This is an optimization exercise on Yosys and OpenROAD, whose aim is small area, a short achievable clock period and few clock cycles per item, not a production implementation.
No run shown here included a check of the RTL's function; only the layout flow was run.
Power is estimated from default activity; no workload was simulated.

==> run.sh <==
#!/bin/bash
# synth_recipe.tcl (not shown) runs the flow's synth.tcl, then flattens the netlist and writes it again
# the make line also repeats each setting of config.mk as NAME=value (left out here)
make -C /OpenROAD-flow-scripts/flow DESIGN_CONFIG=/design/flow/config.mk WORK_HOME=/design/flow/orfs CLKGATE_MAP_FILE= SYNTH_SCRIPT=/design/flow/synth_recipe.tcl finish
==> config.mk <==
export PLATFORM = sky130hd
export DESIGN_NAME = systolic_top
export DESIGN_NICKNAME = systolic_top
export VERILOG_FILES = /design/flow/design.v
export SDC_FILE = /design/flow/constraint.sdc
export NUM_CORES = 4
export LEC_CHECK = 0
export CAP_MARGIN = 20
export CORE_MARGIN = 2
export CORE_UTILIZATION = 40
export SETUP_SLACK_MARGIN = 2.5
export SLEW_MARGIN = 20
==> constraint.sdc <==
create_clock -name core_clock -period 5.0 [get_ports {clk}]
set_input_delay 1.0000 -clock core_clock [delete_from_list [all_inputs] [get_ports {clk}]]
set_output_delay 1.0000 -clock core_clock [all_outputs]
set_load 0.01 [all_outputs]
==> design.v <==
`default_nettype none
package systolic_pkg;
	localparam int ELEM_W = 8;  
	localparam int DIM = 4;  
	localparam int WORD_W = DIM * ELEM_W;
	localparam int IDX_W = 8;
	localparam int K_W = 4;
	localparam int ROW_W = $clog2(DIM);  
	typedef logic [ELEM_W-1:0] elem_t;
	typedef elem_t lane_vec_t [DIM];  
	typedef logic [WORD_W-1:0] word_t;
	typedef logic [IDX_W-1:0] idx_t;
	typedef enum logic [2:0] {
		SEQ_IDLE,
		SEQ_FEED,
		SEQ_DRAIN,
		SEQ_WRITE,
		SEQ_DONE
	} seq_state_t;
endpackage
`default_nettype wire
`default_nettype none
module mac_s1 (
	input wire [7:0] a_i,
	input wire [7:0] b_i,
	output wire [20:0] cs_o
);
	wire [7:0] pp0 = {8{a_i[0]}} & b_i[7:0];
	wire [6:0] pp1 = {7{a_i[1]}} & b_i[6:0];
	wire [5:0] pp2 = {6{a_i[2]}} & b_i[5:0];
	wire [4:0] pp3 = {5{a_i[3]}} & b_i[4:0];
	wire [3:0] pp4 = {4{a_i[4]}} & b_i[3:0];
	wire [2:0] pp5 = {3{a_i[5]}} & b_i[2:0];
	wire [1:0] pp6 = {2{a_i[6]}} & b_i[1:0];
	wire [0:0] pp7 = {1{a_i[7]}} & b_i[0:0];
	wire w1;
	wire w2;
	wire w3;
	wire w4;
	wire w5;
	wire w6;
	wire w7;
	wire w8;
	wire w9;
	wire w10;
	wire w11;
	wire w12;
	wire w13;
	wire w14;
	wire w15;
	wire w16;
	wire w17;
	wire w18;
	wire w19;
	wire w20;
	wire w21;
	wire w22;
	wire w23;
	wire w24;
	wire w25;
	assign w1 = pp0[6] ^ pp1[5];
	assign w2 = pp0[6] & pp1[5];
	assign w3 = pp0[7] ^ pp1[6] ^ pp2[5];
	assign w4 = pp3[4] ^ pp4[3];
	assign w5 = pp0[4] ^ pp1[3];
	assign w6 = pp0[4] & pp1[3];
	assign w7 = pp0[5] ^ pp1[4] ^ pp2[3];
	assign w8 = (pp0[5] & pp1[4]) | (pp0[5] & pp2[3]) | (pp1[4] & pp2[3]);
	assign w9 = pp3[2] ^ pp4[1];
	assign w10 = pp3[2] & pp4[1];
	assign w11 = pp2[4] ^ pp3[3] ^ pp4[2];
	assign w12 = (pp2[4] & pp3[3]) | (pp2[4] & pp4[2]) | (pp3[3] & pp4[2]);
	assign w13 = pp5[1] ^ pp6[0] ^ w1;
	assign w14 = (pp5[1] & pp6[0]) | (pp5[1] & w1) | (pp6[0] & w1);
	assign w15 = pp5[2] ^ pp6[1] ^ pp7[0];
	assign w16 = w3 ^ w4 ^ w2;
	assign w17 = pp0[3] ^ pp1[2];
	assign w18 = pp0[3] & pp1[2];
	assign w19 = pp2[2] ^ pp3[1] ^ pp4[0];
	assign w20 = (pp2[2] & pp3[1]) | (pp2[2] & pp4[0]) | (pp3[1] & pp4[0]);
	assign w21 = pp5[0] ^ w7 ^ w9;
	assign w22 = (pp5[0] & w7) | (pp5[0] & w9) | (w7 & w9);
	assign w23 = w11 ^ w13 ^ w8;
	assign w24 = (w11 & w13) | (w11 & w8) | (w13 & w8);
	assign w25 = w15 ^ w16 ^ w12;
	assign cs_o = {w24, w25, w14, w22, w23, w10, w20, w21, w6, w18, w19, w5, w17, pp3[0], pp2[1], pp2[0], pp1[1], pp0[2], pp1[0], pp0[1], pp0[0]};
endmodule
module mac_s2 (
	input wire [20:0] cs_i,
	input wire [7:0] acc_i,
	output wire [7:0] y_o
);
	wire w1;
	wire w2;
	wire w3;
	wire w4;
	wire w5;
	wire w6;
	wire w7;
	wire w8;
	wire w9;
	wire w10;
	wire w11;
	wire w12;
	wire w13;
	wire w14;
	wire w15;
	wire w16;
	wire w17;
	wire w18;
	wire w19;
	wire w20;
	wire w21;
	wire w22;
	wire w23;
	wire w24;
	assign w1 = cs_i[3] ^ cs_i[4];
	assign w2 = cs_i[3] & cs_i[4];
	assign w3 = cs_i[6] ^ cs_i[7] ^ cs_i[8];
	assign w4 = (cs_i[6] & cs_i[7]) | (cs_i[6] & cs_i[8]) | (cs_i[7] & cs_i[8]);
	assign w5 = cs_i[9] ^ cs_i[10] ^ cs_i[11];
	assign w6 = (cs_i[9] & cs_i[10]) | (cs_i[9] & cs_i[11]) | (cs_i[10] & cs_i[11]);
	assign w7 = cs_i[12] ^ cs_i[13] ^ cs_i[14];
	assign w8 = (cs_i[12] & cs_i[13]) | (cs_i[12] & cs_i[14]) | (cs_i[13] & cs_i[14]);
	assign w9 = cs_i[15] ^ cs_i[16] ^ cs_i[17];
	assign w10 = (cs_i[15] & cs_i[16]) | (cs_i[15] & cs_i[17]) | (cs_i[16] & cs_i[17]);
	assign w11 = cs_i[18] ^ cs_i[19] ^ cs_i[20];
	assign w12 = cs_i[1] ^ cs_i[2];
	assign w13 = cs_i[1] & cs_i[2];
	assign w14 = cs_i[5] ^ acc_i[2] ^ w1;
	assign w15 = (cs_i[5] & acc_i[2]) | (cs_i[5] & w1) | (acc_i[2] & w1);
	assign w16 = acc_i[3] ^ w3 ^ w2;
	assign w17 = (acc_i[3] & w3) | (acc_i[3] & w2) | (w3 & w2);
	assign w18 = acc_i[4] ^ w5 ^ w4;
	assign w19 = (acc_i[4] & w5) | (acc_i[4] & w4) | (w5 & w4);
	assign w20 = acc_i[5] ^ w7 ^ w6;
	assign w21 = (acc_i[5] & w7) | (acc_i[5] & w6) | (w7 & w6);
	assign w22 = acc_i[6] ^ w9 ^ w8;
	assign w23 = (acc_i[6] & w9) | (acc_i[6] & w8) | (w9 & w8);
	assign w24 = acc_i[7] ^ w11 ^ w10;
	assign y_o = {w24, w22, w20, w18, w16, w14, acc_i[1], cs_i[0]} + {w23, w21, w19, w17, w15, w13, w12, acc_i[0]};
endmodule
`default_nettype wire
`timescale 1ns/1ns
`default_nettype none
module systolic_top #(
	parameter int MAX_K = 9
) (
	input wire clk,
	input wire rst,
	input logic start_i,
	input logic [systolic_pkg::K_W-1:0] k_i,
	input systolic_pkg::word_t a_rdata_i,  
	input systolic_pkg::word_t b_rdata_i,  
	output systolic_pkg::idx_t rd_index_o,
	output logic out_we_o,
	output systolic_pkg::idx_t out_index_o,
	output systolic_pkg::word_t out_wdata_o,
	output logic done_o
);
	localparam int K_W = systolic_pkg::K_W;
	localparam int CS_W = 21;
	logic run_q;              
	logic [K_W-1:0] t_q;      
	logic [1:0] r_q;          
	logic [K_W-1:0] klast_q;  
	logic [K_W-1:0] klast_in;
	logic [K_W-1:0] klast;
	logic idle;
	logic active;
	logic last;
	logic [7:0] a_q;          
	logic [31:0] b_q;         
	logic first1_q;           
	logic last1_q;            
	logic [1:0] r1_q;
	logic fin1_q;             
	logic [CS_W-1:0] cs_q [4];
	logic first2_q;
	logic last2_q;
	logic [1:0] r2_q;
	logic fin2_q;
	logic [7:0] acc_q [4];
	logic we_q;
	logic [1:0] wrow_q;
	logic done_q;
	always_comb begin
		if (k_i > K_W'(MAX_K)) begin
			klast_in = K_W'(MAX_K - 1);
		end else if (k_i == '0) begin
			klast_in = '0;
		end else begin
			klast_in = k_i - K_W'(1);
		end
	end
	assign idle = ~run_q & ~fin1_q & ~fin2_q & ~done_q;
	assign active = run_q | (idle & start_i);
	assign klast = run_q ? klast_q : klast_in;
	assign last = (t_q == klast);
	always_ff @(posedge clk or posedge rst) begin
		if (rst) begin
			run_q <= 1'b0;
			t_q <= '0;
			r_q <= '0;
			last1_q <= 1'b0;
			fin1_q <= 1'b0;
			last2_q <= 1'b0;
			fin2_q <= 1'b0;
			we_q <= 1'b0;
			done_q <= 1'b0;
		end else begin
			if (active) begin
				run_q <= ~(last & (r_q == 2'd3));
				if (last) begin
					t_q <= '0;
					r_q <= r_q + 2'd1;
				end else begin
					t_q <= t_q + K_W'(1);
				end
			end
			last1_q <= active & last;
			fin1_q <= active & last & (r_q == 2'd3);
			last2_q <= last1_q;
			fin2_q <= fin1_q;
			we_q <= last2_q;
			done_q <= fin2_q;
		end
	end
	always_ff @(posedge clk) begin
		if (idle) begin
			klast_q <= klast_in;
		end
		first1_q <= (t_q == '0);
		first2_q <= first1_q;
		r1_q <= r_q;
		r2_q <= r1_q;
		wrow_q <= r2_q;
		b_q <= b_rdata_i;
		case (r_q)
			2'd0: a_q <= a_rdata_i[31:24];
			2'd1: a_q <= a_rdata_i[23:16];
			2'd2: a_q <= a_rdata_i[15:8];
			default: a_q <= a_rdata_i[7:0];
		endcase
	end
	for (genvar c = 0; c < 4; c++) begin : g_mac
		logic [CS_W-1:0] cs_d;
		logic [7:0] acc_in;
		logic [7:0] acc_d;
		mac_s1 s1_inst (
			.a_i(a_q),
			.b_i(b_q[31-8*c -: 8]),
			.cs_o(cs_d)
		);
		assign acc_in = first2_q ? 8'd0 : acc_q[c];
		mac_s2 s2_inst (
			.cs_i(cs_q[c]),
			.acc_i(acc_in),
			.y_o(acc_d)
		);
		always_ff @(posedge clk) begin
			cs_q[c] <= cs_d;
			acc_q[c] <= acc_d;
		end
		assign out_wdata_o[8*c +: 8] = acc_q[c];
	end
	assign rd_index_o = {4'b0, t_q};
	assign out_we_o = we_q;
	assign out_index_o = {6'b0, wrow_q};
	assign done_o = done_q;
endmodule
`default_nettype wire
==> summary.md, run 1 <==
| Metric | Value |
|---|---|
| Main combinational cell family by area after synthesis | adder cells |
| Vias post-DR | 5629 |
| Clock tree from TritonCTS | built |
| Post-Syn Instances | 839 |
| Share of layout cells above drive strength 1 | 9.744% |
| CTS max path bufs | 2 |
| Layout Skew | 0.01260 ns |
| Total I/O pin count | 121 |
| Area of the core | 21890 sq um |
| Area growth from synthesis to layout | 25.67% |
| Clock Latency Late Sink | 0.43 ns |
| YS warnings | 5 |
| Sink Count | 181 |
| Power, Total | 9080 uW |
| CP max stage cell | a211o_1 |
| Max-slew violations | 0 |
| Endpoints failing hold | 0 |
| Number of setup violations in the final report | 0 |
| Rows | 54 |
| Full die area | 23550 sq um |
| Outcome | complete, no violations |
| Port Buffers | 110 |
| Crit-path cells | buf_12 -> inv_6 -> ha_1 -> nor2_2 -> o32a_1 -> a211o_1 -> a32oi_4 -> nand3_4 -> buf_4 -> a21bo_2 |
| Chip width | 153.4 um |
| Post-synth top flop | dfxtp_1 |
| Hold_buf cts | 0 |
| Post-synth cell types | 49 |
| Top delay family on crit path | compound AO/OA/AOI/OAI gates |
| Setup TNS | 0 ns |
| Clock-pin slew on the worst setup and hold paths | 0.08 ns |
| Arrival time worst endpoint | 2.84 ns |
| First-pass GRT wire length | 28.12 mm |
| Sequential Power Share | 27.0% |
| Cell Area, Synth | 8934 sq um |
| Clock network fraction of total power | 14.1% |
| Maximum Capacitance Violations | 0 |
| Routability cong. | 0.7584 |
| Initial antenna violation count | 2 |
| Slew @ Worst Pin | 0.8408 ns |
| Mux share of post-synthesis cell area | 1.176% |
| CP Class | input port to flop |
| DRC Markers | 0 |
| P_leak | 0.004912 uW |
| Rel. slew slack | 43.95% |
| Crit path buf inv count | 3 |
| Synth Area in Adders | 23.03% |
| Largest net degree at the start of global routing | 26 |
| CTS buffer count | 17 |
| GRT overflow | 0 |
| Final Critical Period | 2.520 ns |
| Routed length per placed instance | 13.58 um |
| Switching Fraction | 38.57% |
| Number of flops mapped to enable cells by yosys | 4 |
| Xor-xnor portion of the synthesized cell area | 7.745% |
| Worst hold-check path type | flop to flop |
| Combinational power share | 58.9% |
| HPWL Detailed | 12.25 mm |
| DRT iter0 DRCs | 216 |
| Peak supply drop | 0.3129 mV |
| Post-synthesis compound-gate area fraction | 4.832% |
| Period utilisation layout | 50.40% |
| Die Span Y | 153.4 um |
| DRT Pass-1 Iters | 7 |
| Critical path required time | 5.32 ns |
| Max FO, Critical Path | 5 |
| Unrepaired setup endpoints after global routing | true |
| Crit path launch type | input port |
| Detail Route Antenna Nets | 0 |
| Global-route usage over all layers | 15.06% |
| P_int | 5577 uW |
| Simple-gate share of the synthesized area | 14.76% |
| Fin nets | 1159 |
| Initial Util | 40.81% |
| Max Clk Rate | 396.8 MHz |
| Vias per cell | 4.478 |
| Switch Pwr | 3503 uW |
| Setup crit end kind | flop |
| Syn avg cell area | 10.65 sq um |
| Register area share after synthesis | 41.74% |
| Worst path max stage delay | 0.34 ns |
| Pwr dens | 808.8 nW/um^2 |
| Internal reg-to-reg setup slack | 2.57 ns |
| Flops & latches, synth | 181 |
| Asr flop ratio synth | 7.182% |
| H-tree levels | 4 |
| Number of global-route vias before repair | 5787 |
| CTS Root Cell | clkbuf_16 |
| Drt total wl | 17.07 mm |
## cell families after synthesis
family	count (synthesis)
compound gates	52
xor+xnor	79
simple gates	241
other cells	1
fa+ha+maj	126
buf+inv	149
flops	181
mux	10
## power groups by stage
| stage | sequential (uW) | clock [uW] | combinational, uW |
|---|---|---|---|
| final | 2450 | 1280 | 5350 |
| after global routing | 2530 | 1380 | 6140 |
| after CTS | 2470 | 1320 | 5270 |
| after detailed placement | 2500 | 0 | 5020 |
| after global placement | 2500 | 0 | 4950 |
| after floorplan | 2370 | 0 | 3930 |
## cells in the mapped netlist, drive strengths merged, types with 8 or more instances
master / n / area, sq um
dfxtp: 164 / 3283
inv: 118 / 442.9
and2: 92 / 575.6
xnor2: 69 / 604.3
fa: 64 / 1281
ha: 62 / 775.7
nand2: 57 / 214.0
nor2b: 27 / 168.9
nor2: 24 / 90.09
clkbuf: 20 / 75.07
nand2b: 19 / 118.9
dfrtp: 13 / 325.3
buf: 11 / 78.82
xor2: 10 / 87.58
mux2i: 9 / 90.09
a21boi: 8 / 60.06
a222oi: 8 / 80.08
## flip-flops by register name, summed over array words and instances (netlist names), 2 cells and up
register and cells:
r1_q 2, cs_q 84, acc_q 32, t_q 4
wrow_q 2, klast_q 4, a_q 8, r_q 2
b_q 32, r2_q 2
## repair_timing
item,in CTS,in global routing
gates cloned,0,0
resized for setup,44,35
setup buffers,9,4
setup endpoints to repair,28,25
pin swaps,15,24
## cells in the final DEF (no fill, tap or decap), types with 10 or more instances in the layout
master,instances
buf_4,13
nand2b_1,17
fa_1,63
xnor2_1,68
nand2_1,57
dfxtp_1,160
nor2b_1,25
nor2_1,23
clkbuf_16,17
inv_1,115
and2_1,92
ha_1,54
clkdlybuf4s50_1,105
conb_1,10
## per-layer routing
layer	global-route usage, %	share of wire, %	up-vias
met5	0	0	-
met4	3.539	0.83	0
met3	4.962	6.2	8
met2	25.26	48	128
met1	18.89	45	2660
li1	-	-	2833
## path summary, 6_finish.rpt
kind,startpoint,to,cells past startpoint
hold / removal,r1_q[0]$_DFF_P_,r2_q[0]$_DFF_P_,0
hold reg to reg,r1_q[0]$_DFF_P_,r2_q[0]$_DFF_P_,0
max in group asynchronous,rst,t_q[2]$_DFFE_PP0N_,2
min in group asynchronous,rst,done_q$_DFF_PP0_,2
setup reg to reg,cs_q[2][9]$_DFF_P_,acc_q[2][7]$_DFF_P_,8
setup / recovery,k_i[1],t_q[0]$_DFFE_PP0N_,10
## layout make-up
class	instances	area (sq um)
antenna	2	5.005
tap	280	350.3
fill	2014	10660
clock inverter	15	142.6
clock buffer	17	425.4
inverter	118	455.4
multi-input combinational	518	4862
sequential	181	3741
timing repair buffer	126	1245
## per-stage QoR
| stage | hold WS, ns | area, sq um | util, % | std cells | setup slack [ns] |
|---|---|---|---|---|---|
| 2_1_floorplan | 0.3096 | 9022 | - | 848 | 2.333 |
| 3_3_place_gp | 0.3098 | 10330 | 47.18 | 1210 | 1.595 |
| 3_5_place_dp | 0.3138 | 10330 | 47.18 | 1210 | 1.492 |
| 4_1_cts | 0.3289 | 11070 | 50.58 | 1251 | 2.450 |
| 5_1_grt | 0.3335 | 11220 | 51.26 | 1255 | 2.382 |
| 6_report | 0.3274 | 11230 | 51.29 | 1257 | 2.480 |
==> run 2: changes to the inputs <==
--- a/config.mk
+++ b/config.mk
@@ -8,5 +8,4 @@
 export CAP_MARGIN = 20
 export CORE_MARGIN = 2
 export CORE_UTILIZATION = 40
-export SETUP_SLACK_MARGIN = 2.5
 export SLEW_MARGIN = 20
==> run 2 against run 1 <==
Register-to-register slack worse by 0.49 ns; largest cell class unchanged; critical endpoint is now t_q[2]$_DFFE_PP0N_; power is 4.0% lower; sequential power hardly changed.
==> summary.md, run 2 <==
| Metric | Value |
|---|---|
| Clock tree from TritonCTS | built (unchanged) |
| Critical path required time | 5.32 ns (about the same) |
| Pwr dens | 801.7 nW/um^2 (was 808.8 nW/um^2) |
| Worst flop-to-flop path startpoint | first2_q$_DFF_P_ (was cs_q[2][9]$_DFF_P_) |
| P_leak | 0.004801 uW (was 0.004912 uW) |
| Fin nets | 1146 (was 1159) |
| Switching Fraction | 37.90% (was 38.57%) |
| Largest net degree at the start of global routing | 26 (unchanged) |
| Arrival time worst endpoint | 3.45 ns (was 2.84 ns) |
| Routability cong. | 0.7755 (was 0.7584) |
| Clock-pin slew on the worst setup and hold paths | 0.07 ns (was 0.08 ns) |
| Most frequent cells in the layout | 164 x dfxtp_1, 118 x inv_1, 110 x clkdlybuf4s50_1, 92 x and2_1, 69 x xnor2_1 (was 160 x dfxtp_1, 115 x inv_1, 105 x clkdlybuf4s50_1, 92 x and2_1, 68 x xnor2_1) |
| Sequential Power Share | 28.0% (was 27.0%) |
| Die Span Y | 153.4 um (unchanged) |
| Chip width | 153.4 um (unchanged) |
| Internal reg-to-reg setup slack | 2.08 ns (was 2.57 ns) |
| Post-synth cell types | 49 (unchanged) |
| Fin Hold WS | 0.3291 ns (was 0.3274 ns) |
| Total I/O pin count | 121 (unchanged) |
| DRC Markers | 0 (unchanged) |
| Most flops, register | cs_q (unchanged) |
| Rel. slew slack | 35.26% (was 43.95%) |
| CP Capture Point | t_q[2]$_DFFE_PP0N_ (was t_q[0]$_DFFE_PP0N_) |
| Grt peak-use layer | met2 (unchanged) |
| DRT Pass-1 Iters | 4 (was 7) |
| Yosys top cell area share | 36.75% (unchanged) |
| Final Critical Period | 3.135 ns (was 2.520 ns) |
| Leading area contributor after synthesis | dfxtp_1 (unchanged) |
| CTS buffer count | 17 (unchanged) |
| Combinational power share | 56.8% (was 58.9%) |
| Period utilisation layout | 62.69% (was 50.40%) |
| Maximum Capacitance Violations | 0 (unchanged) |
| Met1 usage | 18.85% (was 18.89%) |
| DRT iter0 DRCs | 204 (was 216) |
| Top Registers | cs_q: 84 flops, acc_q: 32 flops, b_q: 32 flops (unchanged) |
| Drt total wl | 16.35 mm (was 17.07 mm) |
| Setup TNS | 0 ns (unchanged) |
| P_int | 5411 uW (was 5577 uW) |
| Port Buffers | 110 (unchanged) |
| Reg2reg end | acc_q[0][7]$_DFF_P_ (was acc_q[2][7]$_DFF_P_) |
| GR met3 Demand/Resource | 5.330% (was 4.962%) |
| GRT overflow | 0 (unchanged) |
| Commonest non-fill, non-tap cell in the layout | dfxtp_1 (unchanged) |
| Routed length per placed instance | 13.15 um (was 13.58 um) |
| Max Clk Rate | 319.0 MHz (was 396.8 MHz) |
| Clock Latency Late Sink | 0.43 ns (about the same) |
| Post-synth top flop | dfxtp_1 (unchanged) |
| Cells on worst reg2reg path | 9 (was 8) |
| Crit path launch type | input port (unchanged) |
| Area growth from synthesis to layout | 21.67% (was 25.67%) |
| Area of the core | 21890 sq um (unchanged) |
| Asr flop ratio synth | 7.182% (unchanged) |
| HPWL Detailed | 12.34 mm (was 12.25 mm) |
| Initial Util | 40.81% (unchanged) |
| CTS-repair resized insts | 0 (was 44) |
| Layout Skew | 0.009996 ns (was 0.01260 ns) |
| CTS Root Cell | clkbuf_16 (unchanged) |
| Sink Count | 181 (unchanged) |
| Fillers | 2051 (was 2014) |
| CTS max path bufs | 2 (unchanged) |
| Synth cell count leaders | 164 x dfxtp_1, 118 x inv_1, 92 x and2_1, 69 x xnor2_1, 64 x fa_1 (unchanged) |
| Global-route usage over all layers | 14.81% (was 15.06%) |
| Slew @ Worst Pin | 0.9697 ns (was 0.8408 ns) |
| Worst hold-check path type | flop to flop (unchanged) |
| Share of layout cells above drive strength 1 | 3.950% (was 9.744%) |
| Post-Syn Instances | 839 (unchanged) |
| Finished Core Util | 49.65% (was 51.29%) |
| Post-CTS Repair Setup Buffers | 0 (was 9) |
| Initial antenna violation count | 3 (was 2) |
| Number of setup violations in the final report | 0 (unchanged) |
| Peak supply drop | 0.3330 mV (was 0.3129 mV) |
| Number of flip-flops under the largest register name | 84 (unchanged) |
| Vias per cell | 4.477 (was 4.478) |
| Most instantiated library cell after synthesis | dfxtp_1 (unchanged) |
| Outcome | complete, no violations (unchanged) |
| Hold_buf cts | 0 (unchanged) |
| Syn avg cell area | 10.65 sq um (unchanged) |
| Met2 Use GR | 24.17% (was 25.26%) |
| Number of global-route vias before repair | 5717 (was 5787) |
| Full die area | 23550 sq um (unchanged) |
| Endpoints failing hold | 0 (unchanged) |
| Switch Pwr | 3302 uW (was 3503 uW) |
| Flops & latches, synth | 181 (unchanged) |
| Clock network fraction of total power | 15.1% (was 14.1%) |
| Vias post-DR | 5569 (was 5629) |
| Max-slew violations | 0 (unchanged) |
| Setup crit end kind | flop (unchanged) |
| YS warnings | 5 (unchanged) |
| CP Class | input port to flop (unchanged) |
| Register area share after synthesis | 41.74% (unchanged) |
| Critical Path Source | k_i[0] (was k_i[1]) |
| Ranking of synthesized cells by area | dfxtp_1 37%, fa_1 14%, ha_1 8.7% (unchanged) |
| H-tree levels | 4 (unchanged) |
| Cell Area, Synth | 8934 sq um (unchanged) |
| First-pass GRT wire length | 27.77 mm (was 28.12 mm) |
| Number of flops mapped to enable cells by yosys | 4 (unchanged) |
| Max FO, Critical Path | 5 (unchanged) |
| Unrepaired setup endpoints after global routing | false (was true) |
| Rows | 54 (unchanged) |
| Detail Route Antenna Nets | 0 (unchanged) |
run 2: cell types whose count changed in the layout (fill, tap and decap cells not counted), moves of 5 or more:
cell and delta:
buf_4 -10, a21boi_0 +8, ha_1 +8, ha_4 -8, a21boi_1 -6, clkdlybuf4s50_1 +5
run 2: worst min-delay path by stage:
stage | start | to | slack (ns) | cells past startpoint
6_report | r1_q[0]$_DFF_P_ | r2_q[0]$_DFF_P_ | 0.33 | 0
5_1_grt | r1_q[0]$_DFF_P_ | r2_q[0]$_DFF_P_ | 0.34 | 0
4_1_cts | r1_q[0]$_DFF_P_ | r2_q[0]$_DFF_P_ | 0.33 | 0
3_5_place_dp | r1_q[0]$_DFF_P_ | r2_q[0]$_DFF_P_ | 0.31 | 0
3_3_place_gp | r2_q[0]$_DFF_P_ | wrow_q[0]$_DFF_P_ | 0.31 | 0
2_1_floorplan | first1_q$_DFF_P_ | first2_q$_DFF_P_ | 0.31 | 0
run 2: worst max-delay path, cell delays in order:
cell,delay [ns]
clkdlybuf4s50_1,0.54
inv_1,0.10
ha_1,0.22
and2b_1,0.15
o22ai_1,0.28
a22oi_1,0.16
xnor2_1,0.41
nand3_2,0.21
a311o_1,0.38
run 2: power by group through the flow:
stage | clock network (uW) | registers [uW] | logic (uW)
after floorplan | 0 | 2370 | 3900
after global placement | 0 | 2490 | 4930
after detailed placement | 0 | 2480 | 5020
after CTS | 1350 | 2460 | 5060
after global routing | 1420 | 2510 | 5720
final | 1320 | 2440 | 4950
run 2: kinds of logic after synthesis:
| family | count (synthesis) | synth area share, % |
|---|---|---|
| DFF | 181 | 41.74 |
| other | 1 | 0.04198 |
| muxes | 10 | 1.176 |
| AOI/OAI and AO/OA | 52 | 4.832 |
| xor gates and xnor gates | 79 | 7.745 |
| adders and majority gates | 126 | 23.03 |
| and+or+nand+nor | 241 | 14.76 |
| buffers and inverters | 149 | 6.681 |
run 2: per-stage QoR:
stage	area, sq um	setup WS (ns)	power, uW	instances
after floorplan	8967	2.156	6268	848
after global placement	10290	1.468	7415	1210
after detailed placement	10290	1.411	7505	1210
after CTS	10860	1.870	8868	1242
after global routing	10860	1.613	9649	1242
final	10870	1.865	8713	1244
run 2: metal layers:
metal,part of all wire (%),vias to the layer above
met5,0.079,-
met4,0.82,2
met3,6.0,14
met2,47,110
met1,46,2628
li1,-,2815
run 2: final cells by class:
type	count	area, sq um	share of cell area, %
multi-input combinational	518	4642	42.71
sequential	181	3729	34.30
timing repair buffer	113	1124	10.34
inverter	118	442.9	4.075
clock buffer	19	432.9	3.983
tap	280	350.3	3.223
clock inverter	13	143.9	1.324
antenna	2	5.005	0.04605
==> run 3: changes to the inputs <==
--- a/design.v
+++ b/design.v
@@ -164,11 +164,14 @@
 	logic [K_W-1:0] t_q;      
 	logic [1:0] r_q;          
 	logic [K_W-1:0] klast_q;  
+	logic k1_q;               
+	logic last_q;             
 	logic [K_W-1:0] klast_in;
-	logic [K_W-1:0] klast;
+	logic k1_in;
 	logic idle;
 	logic active;
 	logic last;
+	logic last_d;
 	logic [7:0] a_q;          
 	logic [31:0] b_q;         
 	logic first1_q;           
@@ -195,11 +198,21 @@
 	end
 	assign idle = ~run_q & ~fin1_q & ~fin2_q & ~done_q;
 	assign active = run_q | (idle & start_i);
-	assign klast = run_q ? klast_q : klast_in;
-	assign last = (t_q == klast);
+	assign k1_in = (k_i[K_W-1:1] == '0);
+	assign last = run_q ? last_q : k1_in;
+	always_comb begin
+		if (last) begin
+			last_d = run_q ? k1_q : k1_in;  
+		end else if (run_q) begin
+			last_d = (t_q + K_W'(1) == klast_q);
+		end else begin
+			last_d = (k_i == K_W'(2));
+		end
+	end
 	always_ff @(posedge clk or posedge rst) begin
 		if (rst) begin
 			run_q <= 1'b0;
+			last_q <= 1'b0;
 			t_q <= '0;
 			r_q <= '0;
 			last1_q <= 1'b0;
@@ -211,6 +224,7 @@
 		end else begin
 			if (active) begin
 				run_q <= ~(last & (r_q == 2'd3));
+				last_q <= last_d;
 				if (last) begin
 					t_q <= '0;
 					r_q <= r_q + 2'd1;
@@ -229,6 +243,7 @@
 	always_ff @(posedge clk) begin
 		if (idle) begin
 			klast_q <= klast_in;
+			k1_q <= k1_in;
 		end
 		first1_q <= (t_q == '0);
 		first2_q <= first1_q;
--- a/config.mk
+++ b/config.mk
@@ -8,4 +8,5 @@
 export CAP_MARGIN = 20
 export CORE_MARGIN = 2
 export CORE_UTILIZATION = 40
+export SETUP_SLACK_MARGIN = 2.5
 export SLEW_MARGIN = 20
==> run 3 against run 2 <==
Still clean; setup slack gained 0.69 ns; sequential power is essentially flat; combinational power grew 3%; non-clock buffer count grew 3; clock skew shrank 0.00073 ns; critical path type is now flop to flop; critical endpoint is now acc_q[2][6]$_DFF_P_; largest power group unchanged.
==> summary.md, run 3 <==
| Metric | Value |
|---|---|
| CTS Root Cell | clkbuf_16 (unchanged) |
| Total I/O pin count | 121 (unchanged) |
| Flops & latches, synth | 183 (was 181) |
| Number of setup violations in the final report | 0 (unchanged) |
| Post-synth top flop | dfxtp_1 (unchanged) |
| Post-Place Cells | 1227 (was 1210) |
| Endpoints failing hold | 0 (unchanged) |
| Clock-pin slew on the worst setup and hold paths | 0.07 ns (about the same) |
| Largest net degree at the start of global routing | 25 (was 26) |
| Most flops, register | cs_q (unchanged) |
| Detail Route Antenna Nets | 0 (unchanged) |
| Unrepaired setup endpoints after global routing | true (was false) |
| P_leak | 0.004878 uW (was 0.004801 uW) |
| Number of flip-flops under the largest register name | 84 (unchanged) |
| Clock tree from TritonCTS | built (unchanged) |
| Die Span Y | 154.2 um (was 153.4 um) |
| Clock Latency Late Sink | 0.44 ns (was 0.43 ns) |
| Critical path required time | 5.38 ns (was 5.32 ns) |
| Asr flop ratio synth | 7.650% (was 7.182%) |
| Register Area | 3797 sq um (was 3729 sq um) |
| Hold_buf cts | 0 (unchanged) |
| Rel. slew slack | 37.19% (was 35.26%) |
| Setup crit end kind | flop (unchanged) |
| GRT overflow | 0 (unchanged) |
| Max-slew violations | 0 (unchanged) |
| Sink Count | 183 (was 181) |
| DRC Markers | 0 (unchanged) |
| Max Clk Rate | 408.6 MHz (was 319.0 MHz) |
| Most frequent cells in the layout | 158 x dfxtp_1, 113 x inv_1, 109 x clkdlybuf4s50_1, 89 x and2_1, 68 x nand2_1 (was 164 x dfxtp_1, 118 x inv_1, 110 x clkdlybuf4s50_1, 92 x and2_1, 69 x xnor2_1) |
| DRT iter0 DRCs | 180 (was 204) |
| Post-Syn Instances | 853 (was 839) |
| Drt total wl | 16.82 mm (was 16.35 mm) |
| Outcome | complete, no violations (unchanged) |
| Layout Skew | 0.009268 ns (was 0.009996 ns) |
| Syn avg cell area | 10.57 sq um (was 10.65 sq um) |
| Most instantiated library cell after synthesis | dfxtp_1 (unchanged) |
| Vias post-DR | 5670 (was 5569) |
| Maximum Capacitance Violations | 0 (unchanged) |
| Port Buffers | 110 (unchanged) |
| Setup TNS | 0 ns (unchanged) |
| DRT Pass-1 Iters | 5 (was 4) |
| Commonest non-fill, non-tap cell in the layout | dfxtp_1 (unchanged) |
| Multi-input gate area | 4836 sq um (was 4642 sq um) |
| Synth cell count leaders | 164 x dfxtp_1, 119 x inv_1, 89 x and2_1, 68 x nand2_1, 64 x fa_1 (was 164 x dfxtp_1, 118 x inv_1, 92 x and2_1, 69 x xnor2_1, 64 x fa_1) |
| Max FO, Critical Path | 3 (was 5) |
| CTS max path bufs | 2 (unchanged) |
| YS warnings | 5 (unchanged) |
| CP Class | flop to flop (was input port to flop) |
| Leading area contributor after synthesis | dfxtp_1 (unchanged) |
| Rows | 54 (unchanged) |
| Fin nets | 1165 (was 1146) |
| Chip width | 154.2 um (was 153.4 um) |
| Vias per cell | 4.486 (was 4.477) |
| CTS buffer count | 17 (unchanged) |
| Global-route usage over all layers | 15.20% (was 14.81%) |
| Fillers | 1951 (was 2051) |
| Number of flops mapped to enable cells by yosys | 5 (was 4) |
| Post-synth cell types | 45 (was 49) |
| Final Critical Period | 2.447 ns (was 3.135 ns) |
| Register area share after synthesis | 41.95% (was 41.74%) |
| Initial antenna violation count | 1 (was 3) |
| Peak supply drop | 0.2895 mV (was 0.3330 mV) |
| Pwr dens | 793.4 nW/um^2 (was 801.7 nW/um^2) |
| First-pass GRT wire length | 28.55 mm (was 27.77 mm) |
| Yosys top cell area share | 36.40% (was 36.75%) |
| Routed length per placed instance | 13.31 um (was 13.15 um) |
| Power, Total | 8868 uW (was 8713 uW) |
| Routability cong. | 0.7753 (was 0.7755) |
| Worst hold-check path type | flop to flop (unchanged) |
| Cell Area, Synth | 9019 sq um (was 8934 sq um) |
| Arrival time worst endpoint | 2.83 ns (was 3.45 ns) |
| H-tree levels | 4 (unchanged) |
| Share of layout cells above drive strength 1 | 8.461% (was 3.950%) |
| HPWL Detailed | 12.48 mm (was 12.34 mm) |
| Full die area | 23760 sq um (was 23550 sq um) |
| Period utilisation layout | 48.95% (was 62.69%) |
| Crit path launch type | flop (was input port) |
| Slew @ Worst Pin | 0.9336 ns (was 0.9697 ns) |
| Area of the core | 21960 sq um (was 21890 sq um) |
| Top Registers | cs_q: 84 flops, acc_q: 32 flops, b_q: 32 flops (unchanged) |
| Area growth from synthesis to layout | 23.93% (was 21.67%) |
| Number of global-route vias before repair | 5952 (was 5717) |
| Ranking of synthesized cells by area | dfxtp_1 36%, fa_1 14%, ha_1 8.6% (was dfxtp_1 37%, fa_1 14%, ha_1 8.7%) |
| Post-Place Setup Slack | 2.032 ns (was 1.411 ns) |
| Initial Util | 41.07% (was 40.81%) |
| Post-layout worst setup margin | 2.553 ns (was 1.865 ns) |
| Final Non-Filler Cells | 1264 (was 1244) |
run 3: timing repair:
item	CTS	global route
buffers inserted	2	0
pin swaps	11	26
setup endpoints to repair	16	15
gates resized for setup	13	30
run 3: layout make-up:
class | count | share of cell area, %
clock inverter | 15 | 1.444
sequential | 183 | 33.98
clock buffer | 17 | 3.806
antenna | 3 | 0.06717
inverter | 119 | 3.996
tap | 280 | 3.134
multi-input combinational | 531 | 43.27
timing repair buffer | 116 | 10.31
run 3: report_power, final:
| group | switching [uW] | leakage (uW) | internal [uW] |
|---|---|---|---|
| Combinational | 2450 | 0.00300 | 2660 |
| Sequential | 372 | 0.00159 | 2060 |
| Clock | 623 | 0.000284 | 710 |
| Total | 3440 | 0.00488 | 5420 |
run 3: logic make-up (layout without fill, tap and decap cells):
family	count (synthesis)	in the layout	synth area share [%]
fa+ha+maj	126	126	22.81
buf+inv	148	267	6.701
compound gates	61	61	5.300
other cells	1	13	0.04158
simple gates	246	246	14.48
xor+xnor	78	78	7.575
flops	183	183	41.95
mux	10	10	1.138
run 3: worst max-delay path, cell delays in order, from the launching register on:
cell      delay, ns
dfxtp_2        0.32
inv_2          0.03
fa_1           0.49
fa_1           0.53
inv_2          0.05
ha_4           0.22
o21ai_1        0.13
a21boi_1       0.13
or4_1          0.41
nand3_1        0.09
run 3: metal layers:
layer / wire length, um / global-route usage [%] / up-vias / share of wire [%]
li1: - / - / 2877 / -
met1: 7642 / 18.50 / 2654 / 45
met2: 7840 / 25.54 / 121 / 47
met3: 1076 / 4.904 / 18 / 6.4
met4: 261 / 4.984 / 0 / 1.6
met5: 0 / 0 / - / 0
run 3: path summary, 6_finish.rpt:
check	startpoint	to	slack, ns	cells past startpoint
setup / recovery	cs_q[2][6]$_DFF_P_	acc_q[2][6]$_DFF_P_	2.55	9
hold / removal	r2_q[1]$_DFF_P_	wrow_q[1]$_DFF_P_	0.33	0
setup reg to reg	cs_q[2][6]$_DFF_P_	acc_q[2][6]$_DFF_P_	2.55	9
hold reg to reg	r2_q[1]$_DFF_P_	wrow_q[1]$_DFF_P_	0.33	0
max in group asynchronous	rst	t_q[3]$_DFFE_PP0N_	3.71	2
min in group asynchronous	rst	done_q$_DFF_PP0_	0.90	2
run 3: stage by stage:
stage / utilization (%) / hold slack, ns / area (sq um)
after floorplan: - / 0.3096 / 9060
after global placement: 47.25 / 0.3135 / 10380
after detailed placement: 47.25 / 0.3153 / 10380
after CTS: 50.28 / 0.3324 / 11040
after global routing: 50.87 / 0.3338 / 11170
final: 50.90 / 0.3308 / 11180
==> run 4: changes to the inputs <==
--- a/config.mk
+++ b/config.mk
@@ -8,5 +8,5 @@
 export CAP_MARGIN = 20
 export CORE_MARGIN = 2
 export CORE_UTILIZATION = 40
-export SETUP_SLACK_MARGIN = 2.5
+export SETUP_SLACK_MARGIN = 2.9
 export SLEW_MARGIN = 20
==> run 4 against run 3 <==
Still clean; clock skew shrank 0.0011 ns; die area is the same; cell count grew 1.1%; synthesized cell count is the same; largest cell class unchanged.
==> summary.md, run 4 <==
| Metric | Value |
|---|---|
| Outcome | complete, no violations (unchanged) |
| Post-Syn Instances | 853 (unchanged) |
| Hold wc startpoint | r2_q[1]$_DFF_P_ (unchanged) |
| Unrepaired setup endpoints after global routing | true (unchanged) |
| Commonest non-fill, non-tap cell in the layout | dfxtp_1 (unchanged) |
| Period utilisation layout | 48.06% (was 48.95%) |
| YS warnings | 5 (unchanged) |
| Reg2reg end | acc_q[0][6]$_DFF_P_ (was acc_q[2][6]$_DFF_P_) |
| Setup TNS | 0 ns (unchanged) |
| Cell Area, Synth | 9019 sq um (unchanged) |
| Sequential Power Share | 26.6% (was 27.4%) |
| Initial Util | 41.07% (unchanged) |
| Chip width | 154.2 um (unchanged) |
| DRC Markers | 0 (unchanged) |
| Internal reg-to-reg setup slack | 2.60 ns (was 2.55 ns) |
| Max FO, Critical Path | 3 (unchanged) |
| Routed length per placed instance | 13.93 um (was 13.31 um) |
| Initial antenna violation count | 3 (was 1) |
| DRT Pass-1 Iters | 4 (was 5) |
| Met2 Use GR | 26.56% (was 25.54%) |
| Rel. slew slack | 40.02% (was 37.19%) |
| Most instantiated library cell after synthesis | dfxtp_1 (unchanged) |
| Fin nets | 1181 (was 1165) |
| Max Clk Rate | 416.2 MHz (was 408.6 MHz) |
| Rows | 54 (unchanged) |
| Final Non-Filler Cells | 1278 (was 1264) |
| Critical Path Source | cs_q[0][8]$_DFF_P_ (was cs_q[2][6]$_DFF_P_) |
| Crit path launch type | flop (unchanged) |
| CP Class | flop to flop (unchanged) |
| Peak supply drop | 0.2928 mV (was 0.2895 mV) |
| Area growth from synthesis to layout | 26.68% (was 23.93%) |
| Met1 usage | 19.14% (was 18.50%) |
| Switch Pwr | 3626 uW (was 3443 uW) |
| Hold Crit Depth | 0 (unchanged) |
| Syn avg cell area | 10.57 sq um (unchanged) |
| Maximum Capacitance Violations | 0 (unchanged) |
| Clock network fraction of total power | 14.2% (was 15.0%) |
| Max-slew violations | 0 (unchanged) |
| Register area share after synthesis | 41.95% (unchanged) |
| Grt peak-use layer | met2 (unchanged) |
| Endpoints failing hold | 0 (unchanged) |
| P_leak | 0.005039 uW (was 0.004878 uW) |
| Number of flip-flops under the largest register name | 84 (unchanged) |
| Clock-pin slew on the worst setup and hold paths | 0.07 ns (about the same) |
| Asr flop ratio synth | 7.650% (unchanged) |
| Drt total wl | 17.80 mm (was 16.82 mm) |
| Flops & latches, synth | 183 (unchanged) |
| DRT iter0 DRCs | 239 (was 180) |
| Clock tree from TritonCTS | built (unchanged) |
| Post-synth cell types | 45 (unchanged) |
| Number of global-route vias before repair | 5970 (was 5952) |
| Worst flop-to-flop path startpoint | cs_q[0][8]$_DFF_P_ (was cs_q[2][6]$_DFF_P_) |
| Arrival time worst endpoint | 2.78 ns (was 2.83 ns) |
| Pwr dens | 807.0 nW/um^2 (was 793.4 nW/um^2) |
| Full die area | 23760 sq um (unchanged) |
| WHS Endpoint | wrow_q[1]$_DFF_P_ (unchanged) |
| CTS max path bufs | 2 (unchanged) |
| Critical path required time | 5.37 ns (was 5.38 ns) |
| Sink Count | 183 (unchanged) |
| Post-Place Cells | 1225 (was 1227) |
| Worst hold-check path type | flop to flop (unchanged) |
| Vias post-DR | 5818 (was 5670) |
| Hold_buf cts | 0 (unchanged) |
| Cells on worst reg2reg path | 9 (unchanged) |
| H-tree levels | 4 (unchanged) |
| GRT overflow | 0 (unchanged) |
| Number of setup violations in the final report | 0 (unchanged) |
| Setup crit end kind | flop (unchanged) |
| First-pass GRT wire length | 29.08 mm (was 28.55 mm) |
| Layout Skew | 0.008129 ns (was 0.009268 ns) |
| Leading area contributor after synthesis | dfxtp_1 (unchanged) |
| Fillers | 1933 (was 1951) |
| Ranking of synthesized cells by area | dfxtp_1 36%, fa_1 14%, ha_1 8.6% (unchanged) |
| Routability cong. | 0.7661 (was 0.7753) |
| Die Span Y | 154.2 um (unchanged) |
| CTS Root Cell | clkbuf_16 (unchanged) |
| Most flops, register | cs_q (unchanged) |
| Share of layout cells above drive strength 1 | 15.15% (was 8.461%) |
| Top Registers | cs_q: 84 flops, acc_q: 32 flops, b_q: 32 flops (unchanged) |
| Vias per cell | 4.552 (was 4.486) |
| P_int | 5594 uW (was 5425 uW) |
| Port Buffers | 110 (unchanged) |
| Detail Route Antenna Nets | 0 (unchanged) |
| Combinational power share | 59.1% (was 57.5%) |
| Post-synth top flop | dfxtp_1 (unchanged) |
| Number of flops mapped to enable cells by yosys | 5 (unchanged) |
| Yosys top cell area share | 36.40% (unchanged) |
| Total I/O pin count | 121 (unchanged) |
| Largest net degree at the start of global routing | 33 (was 25) |
| Switching Fraction | 39.33% (was 38.83%) |
| Clock Latency Late Sink | 0.44 ns (about the same) |
| Final Critical Period | 2.403 ns (was 2.447 ns) |
| Area of the core | 21960 sq um (unchanged) |
| Synth cell count leaders | 164 x dfxtp_1, 119 x inv_1, 89 x and2_1, 68 x nand2_1, 64 x fa_1 (unchanged) |
| HPWL Detailed | 12.38 mm (was 12.48 mm) |
| Slew @ Worst Pin | 0.8914 ns (was 0.9336 ns) |
| Most frequent cells in the layout | 148 x dfxtp_1, 99 x inv_1, 88 x and2_1, 68 x nand2_1, 68 x clkdlybuf4s50_1 (was 158 x dfxtp_1, 113 x inv_1, 109 x clkdlybuf4s50_1, 89 x and2_1, 68 x nand2_1) |
| CTS buffer count | 17 (unchanged) |
| Global-route usage over all layers | 15.66% (was 15.20%) |
| GR met3 Demand/Resource | 5.214% (was 4.904%) |
==> run 4: cell count changes in the layout (fill, tap and decap cells not counted), moves of 7 or more <==
cell	change
clkdlybuf4s15_1	+13
clkdlybuf4s50_1	-41
inv_2	+14
dfxtp_1	-10
dfxtp_2	+7
dlygate4sd2_1	+19
inv_1	-14
buf_4	+10
==> run 4: area by class of cell <==
class / count / area, sq um / area share (%)
multi-input combinational: 531 / 4946 / 43.29
sequential: 183 / 3817 / 33.41
timing repair buffer: 132 / 1275 / 11.16
inverter: 119 / 446.7 / 3.910
clock buffer: 17 / 425.4 / 3.724
tap: 280 / 350.3 / 3.066
clock inverter: 15 / 161.4 / 1.413
antenna: 1 / 2.502 / 0.02190
==> run 4: worst max-delay path, stage by stage, from the launching register on <==
cell and delay (ns):
dfxtp_2 0.32, inv_2 0.03, fa_1 0.51, fa_1 0.51
inv_2 0.04, ha_4 0.22, o21ai_4 0.06, a21boi_2 0.08
or4_1 0.47, nand3_1 0.09
==> run 4: cell families after synthesis <==
family,synth area share [%]
other,0.04158
muxes,1.138
xor gates and xnor gates,7.575
DFF,41.95
buffers and inverters,6.701
adders and majority gates,22.81
and+or+nand+nor,14.48
AOI/OAI and AO/OA,5.300
==> run 4: power groups by stage <==
stage	clock [uW]	combinational, uW	sequential (uW)
3_3_place_gp	0	4820	2500
2_1_floorplan	0	3860	2360
3_5_place_dp	0	4910	2500
4_1_cts	1350	5200	2440
6_report	1310	5450	2460
5_1_grt	1400	6190	2530
==> run 4: metal layers <==
metal | up-vias | share of wire, %
met4 | 4 | 1.3
met5 | - | 0.13
met3 | 20 | 5.4
met2 | 119 | 49
li1 | 2909 | -
met1 | 2766 | 44
==> run 4: per-stage QoR <==
step	hold slack, ns	worst slack (ns)	cell area (sq um)	total power [uW]	utilization, %
floorplan	0.3095	2.627	9190	6223	-
global placement	0.3118	2.259	10470	7321	47.67
detailed placement	0.3134	2.177	10470	7401	47.67
CTS	0.3318	2.598	11190	8993	50.96
global route	0.3386	2.491	11420	10120	52.02
finish	0.3291	2.597	11420	9220	52.03
==> run 4: worst max-delay path by stage <==
| stage | endpoint | slack (ns) | cells past startpoint |
|---|---|---|---|
| 2_1_floorplan | acc_q[1][7]$_DFF_P_ | 2.63 | 9 |
| 3_3_place_gp | acc_q[0][7]$_DFF_P_ | 2.26 | 7 |
| 3_5_place_dp | acc_q[0][7]$_DFF_P_ | 2.18 | 7 |
| 4_1_cts | acc_q[2][7]$_DFF_P_ | 2.60 | 9 |
| 5_1_grt | acc_q[0][7]$_DFF_P_ | 2.49 | 9 |
| 6_report | acc_q[0][6]$_DFF_P_ | 2.60 | 9 |
==> run 4: repair_timing <==
item | 4_1_cts | 5_1_grt
resized for setup | 87 | 70
pin swaps | 29 | 30
gates cloned | 0 | 1
buffers inserted | 13 | 6
setup endpoints to repair | 83 | 48
==> run 5: changes to the inputs <==
==> flow/run.sh (new file) <==
#!/bin/bash
# The standard layout, with buf_1 cells as the port buffers.
export BUFFER_PORTS_ARGS="-buffer_cell sky130_fd_sc_hd__buf_1"
bash standard.sh > standard.log 2>&1
==> standard.sh (new file) <==
#!/bin/bash
# synth_recipe.tcl (not shown) runs the flow's synth.tcl, then flattens the netlist and writes it again
# the make line also repeats each setting of config.mk as NAME=value (left out here)
make -C /OpenROAD-flow-scripts/flow DESIGN_CONFIG=/design/flow/config.mk WORK_HOME=/design/flow/orfs CLKGATE_MAP_FILE= SYNTH_SCRIPT=/design/flow/synth_recipe.tcl "${@:-finish}"
--- a/config.mk
+++ b/config.mk
@@ -8,5 +8,5 @@
 export CAP_MARGIN = 20
 export CORE_MARGIN = 2
 export CORE_UTILIZATION = 40
-export SETUP_SLACK_MARGIN = 2.9
+export SETUP_SLACK_MARGIN = 2.5
 export SLEW_MARGIN = 20
removed: run.sh
==> run 5 against run 4 <==
Flip-flop and latch count did not move; still clean on timing, DRC and antenna; utilization fell by 4.2 points; die area did not move; global-route usage fell by 0.80 points; combinational power fell by about 10%; clock skew fell by 0.0018 ns; sequential share of layout area rose by 2.7 points; sequential power barely moved; wire length fell by 4.4%; register-to-register slack got worse by 0.06 ns.
==> summary.md, run 5 <==
| Metric | Value |
|---|---|
| Global-route usage over all layers | 14.86% (was 15.66%) |
| Total I/O pin count | 121 (unchanged) |
| Cell Area, Placed | 9681 sq um (was 10470 sq um) |
| Most frequent cells in the layout | 157 x dfxtp_1, 111 x inv_1, 110 x buf_1, 89 x and2_1, 68 x nand2_1 (was 148 x dfxtp_1, 99 x inv_1, 88 x and2_1, 68 x nand2_1, 68 x clkdlybuf4s50_1) |
| Post-layout worst setup margin | 2.536 ns (was 2.597 ns) |
| Synth cell count leaders | 164 x dfxtp_1, 119 x inv_1, 89 x and2_1, 68 x nand2_1, 64 x fa_1 (unchanged) |
| Maximum Capacitance Violations | 0 (unchanged) |
| CTS max path bufs | 2 (unchanged) |
| Post-synth top flop | dfxtp_1 (unchanged) |
| Number of global-route vias before repair | 5700 (was 5970) |
| Yosys top cell area share | 36.40% (unchanged) |
| Number of flip-flops under the largest register name | 84 (unchanged) |
| Initial Util | 41.07% (unchanged) |
| Die Span Y | 154.2 um (unchanged) |
| Most instantiated library cell after synthesis | dfxtp_1 (unchanged) |
| Leading area contributor after synthesis | dfxtp_1 (unchanged) |
| Hold wc startpoint | r1_q[1]$_DFF_P_ (was r2_q[1]$_DFF_P_) |
| Chip width | 154.2 um (unchanged) |
| Clock network fraction of total power | 15.7% (was 14.2%) |
| Period utilisation layout | 49.29% (was 48.06%) |
| Initial antenna violation count | 3 (unchanged) |
| Largest net degree at the start of global routing | 33 (unchanged) |
| Fin nets | 1167 (was 1181) |
| Unrepaired setup endpoints after global routing | true (unchanged) |
| Register area share after synthesis | 41.95% (unchanged) |
| Routability cong. | 0.7550 (was 0.7661) |
| Slew @ Worst Pin | 0.9409 ns (was 0.8914 ns) |
| Peak supply drop | 0.3259 mV (was 0.2928 mV) |
| Arrival time worst endpoint | 2.82 ns (was 2.78 ns) |
| DRT Pass-1 Iters | 4 (unchanged) |
| Crit path launch type | flop (unchanged) |
| Clock Latency Late Sink | 0.42 ns (was 0.44 ns) |
| Number of setup violations in the final report | 0 (unchanged) |
| Pwr dens | 829.9 nW/um^2 (was 807.0 nW/um^2) |
| P_int | 5310 uW (was 5594 uW) |
| Sink Count | 183 (unchanged) |
| Layout Skew | 0.006344 ns (was 0.008129 ns) |
| Fin Hold WS | 0.3279 ns (was 0.3291 ns) |
| Final Critical Period | 2.465 ns (was 2.403 ns) |
| Share of layout cells above drive strength 1 | 8.138% (was 15.15%) |
| Rel. slew slack | 36.69% (was 40.02%) |
| Critical path required time | 5.36 ns (was 5.37 ns) |
| P_leak | 0.004601 uW (was 0.005039 uW) |
| Post-Place Setup Slack | 2.396 ns (was 2.177 ns) |
| First-pass GRT wire length | 28.07 mm (was 29.08 mm) |
| Hold_buf cts | 0 (unchanged) |
| Full die area | 23760 sq um (unchanged) |
| Post-synth cell types | 45 (unchanged) |
| Fillers | 2054 (was 1933) |
| YS warnings | 5 (unchanged) |
| Outcome | complete, no violations (unchanged) |
| Vias post-DR | 5724 (was 5818) |
| Combinational power share | 56.1% (was 59.1%) |
| Worst flop-to-flop path startpoint | cs_q[1][8]$_DFF_P_ (was cs_q[0][8]$_DFF_P_) |
| Setup crit end kind | flop (unchanged) |
| Detail Route Antenna Nets | 0 (unchanged) |
| HPWL Detailed | 12.38 mm (about the same) |
| Rows | 54 (unchanged) |
| Setup TNS | 0 ns (unchanged) |
| Flops & latches, synth | 183 (unchanged) |
| Port Buffers | 110 (unchanged) |
| Clock-pin slew on the worst setup and hold paths | 0.07 ns (about the same) |
| Switch Pwr | 3412 uW (was 3626 uW) |
| Register Area | 3795 sq um (was 3817 sq um) |
| Asr flop ratio synth | 7.650% (unchanged) |
| Max-slew violations | 0 (unchanged) |
| Top Registers | cs_q: 84 flops, acc_q: 32 flops, b_q: 32 flops (unchanged) |
| Area growth from synthesis to layout | 16.54% (was 26.68%) |
| CTS Root Cell | clkbuf_16 (unchanged) |
| CTS buffer count | 17 (unchanged) |
| H-tree levels | 4 (unchanged) |
| Most flops, register | cs_q (unchanged) |
| Max FO, Critical Path | 3 (unchanged) |
| Syn avg cell area | 10.57 sq um (unchanged) |
| Ranking of synthesized cells by area | dfxtp_1 36%, fa_1 14%, ha_1 8.6% (unchanged) |
| Max Clk Rate | 405.8 MHz (was 416.2 MHz) |
| Area of the core | 21960 sq um (unchanged) |
| Clock tree from TritonCTS | built (unchanged) |
| CP Class | flop to flop (unchanged) |
| Vias per cell | 4.525 (was 4.552) |
| Worst hold-check path type | flop to flop (unchanged) |
| DRC Markers | 0 (unchanged) |
| Commonest non-fill, non-tap cell in the layout | dfxtp_1 (unchanged) |
| Cell Area, Synth | 9019 sq um (unchanged) |
| Final Instance Area | 10510 sq um (was 11420 sq um) |
| Endpoints failing hold | 0 (unchanged) |
| Critical Path Source | cs_q[1][8]$_DFF_P_ (was cs_q[0][8]$_DFF_P_) |
| Drt total wl | 17.03 mm (was 17.80 mm) |
| Number of flops mapped to enable cells by yosys | 5 (unchanged) |
| Post-Syn Instances | 853 (unchanged) |
| Power, Total | 8722 uW (was 9220 uW) |
| Multi-input gate area | 4808 sq um (was 4946 sq um) |
| GRT overflow | 0 (unchanged) |
| Switching Fraction | 39.12% (was 39.33%) |
| DRT iter0 DRCs | 192 (was 239) |
| Routed length per placed instance | 13.46 um (was 13.93 um) |
| Sequential Power Share | 28.2% (was 26.6%) |
-- run 5: cells by family (layout without fill, tap and decap cells) --
group / count (synthesis) / count (layout) / synth area share [%]
compound gates: 61 / 61 / 5.300
xor+xnor: 78 / 78 / 7.575
fa+ha+maj: 126 / 126 / 22.81
buf+inv: 148 / 269 / 6.701
flops: 183 / 183 / 41.95
mux: 10 / 10 / 1.138
other cells: 1 / 12 / 0.04158
simple gates: 246 / 246 / 14.48
-- run 5: cell type report --
cell class              instances  area share [%]
inverters                     119           4.250
diodes                          2         0.04762
multi-input cells             531           45.75
repair buffers                118           4.786
clock buffers                  19           4.119
clock inverters                13           1.607
well taps                     280           3.333
flip-flops and latches        183           36.11
-- run 5: final timing paths --
check | depth (start not counted) | slack [ns] | endpoint
setup / recovery | 9 | 2.54 | acc_q[1][7]$_DFF_P_
hold / removal | 0 | 0.33 | r2_q[1]$_DFF_P_
setup reg to reg | 9 | 2.54 | acc_q[1][7]$_DFF_P_
hold reg to reg | 0 | 0.33 | r2_q[1]$_DFF_P_
max in group asynchronous | 2 | 4.07 | we_q$_DFF_PP0_
min in group asynchronous | 2 | 0.57 | done_q$_DFF_PP0_
-- run 5: routing by layer --
layer | global-route usage, % | share of wire [%] | up-vias
met5 | 0 | 0.076 | -
met4 | 3.605 | 1.3 | 2
met3 | 4.453 | 5.6 | 17
met2 | 24.77 | 46 | 126
met1 | 18.99 | 47 | 2700
li1 | - | - | 2879
-- run 5: power by group through the flow --
| stage | Combinational [uW] | Clock, uW | Sequential (uW) |
|---|---|---|---|
| 6_report | 4890 | 1370 | 2460 |
| 5_1_grt | 5600 | 1480 | 2530 |
| 4_1_cts | 4630 | 1410 | 2460 |
| 3_5_place_dp | 4480 | 0 | 2490 |
| 3_3_place_gp | 4380 | 0 | 2490 |
| 2_1_floorplan | 3670 | 0 | 2360 |
-- run 5: worst max-delay path, stage by stage (launching register included) --
cell	delay (ns)
dfxtp_2	0.33
inv_2	0.04
fa_1	0.48
fa_1	0.50
inv_2	0.05
ha_4	0.24
o21a_1	0.16
o31a_1	0.12
o41ai_2	0.33
xnor2_1	0.15
-- run 5: what timing repair did --
item,in CTS,in global routing
pin swaps,9,25
setup endpoints to repair,6,14
gates cloned,0,1
buffers inserted,0,4
gates resized for setup,11,32
-- run 5: metrics by stage --
| stage | instances | util [%] |
|---|---|---|
| after floorplan | 862 | - |
| after global placement | 1226 | 44.09 |
| after detailed placement | 1226 | 44.09 |
| after CTS | 1258 | 47.07 |
| after global routing | 1263 | 47.84 |
| final | 1265 | 47.86 |

-- port drivers added, routing unchanged --
In the flow no input, the clock included, has a driving cell. The finished layouts below were timed again as built, in two steps. Step 1: set_driving_cell puts a clkbuf_16 on clk and a buf_2 on each other input, an assumption about the parent block. Step 2 moves the port delays by t, midway between the first and last clock arrival at a register: inputs arrive t later, outputs are due t later. That takes back most of the time a late clock gives input paths. Slacks: no drivers / after step 1 / after step 2; pairs: no drivers / after step 1.
run | shift t [ns] | setup slack, ns | hold WS [ns] | cell pins on the clock port's net
run 1 | 0.468 | 2.480 / 2.481 / 2.013 | 0.327 / 0.327 / 0.327 | 1
run 2 | 0.466 | 1.865 / 1.884 / 1.419 | 0.329 / 0.329 / 0.329 | 1
run 3 | 0.480 | 2.553 / 2.512 / 2.386 | 0.331 / 0.331 / 0.331 | 1
run 4 | 0.474 | 2.597 / 2.597 / 2.549 | 0.329 / 0.329 / 0.329 | 1
run 5 | 0.469 | 2.535 / 2.535 / 2.535 | 0.328 / 0.328 / 0.328 | 1
After both steps every run listed still meets setup and hold. For run 1, which loses most, drivers alone change the setup slack by +0.001 ns; drivers and shift together by -0.467 ns.
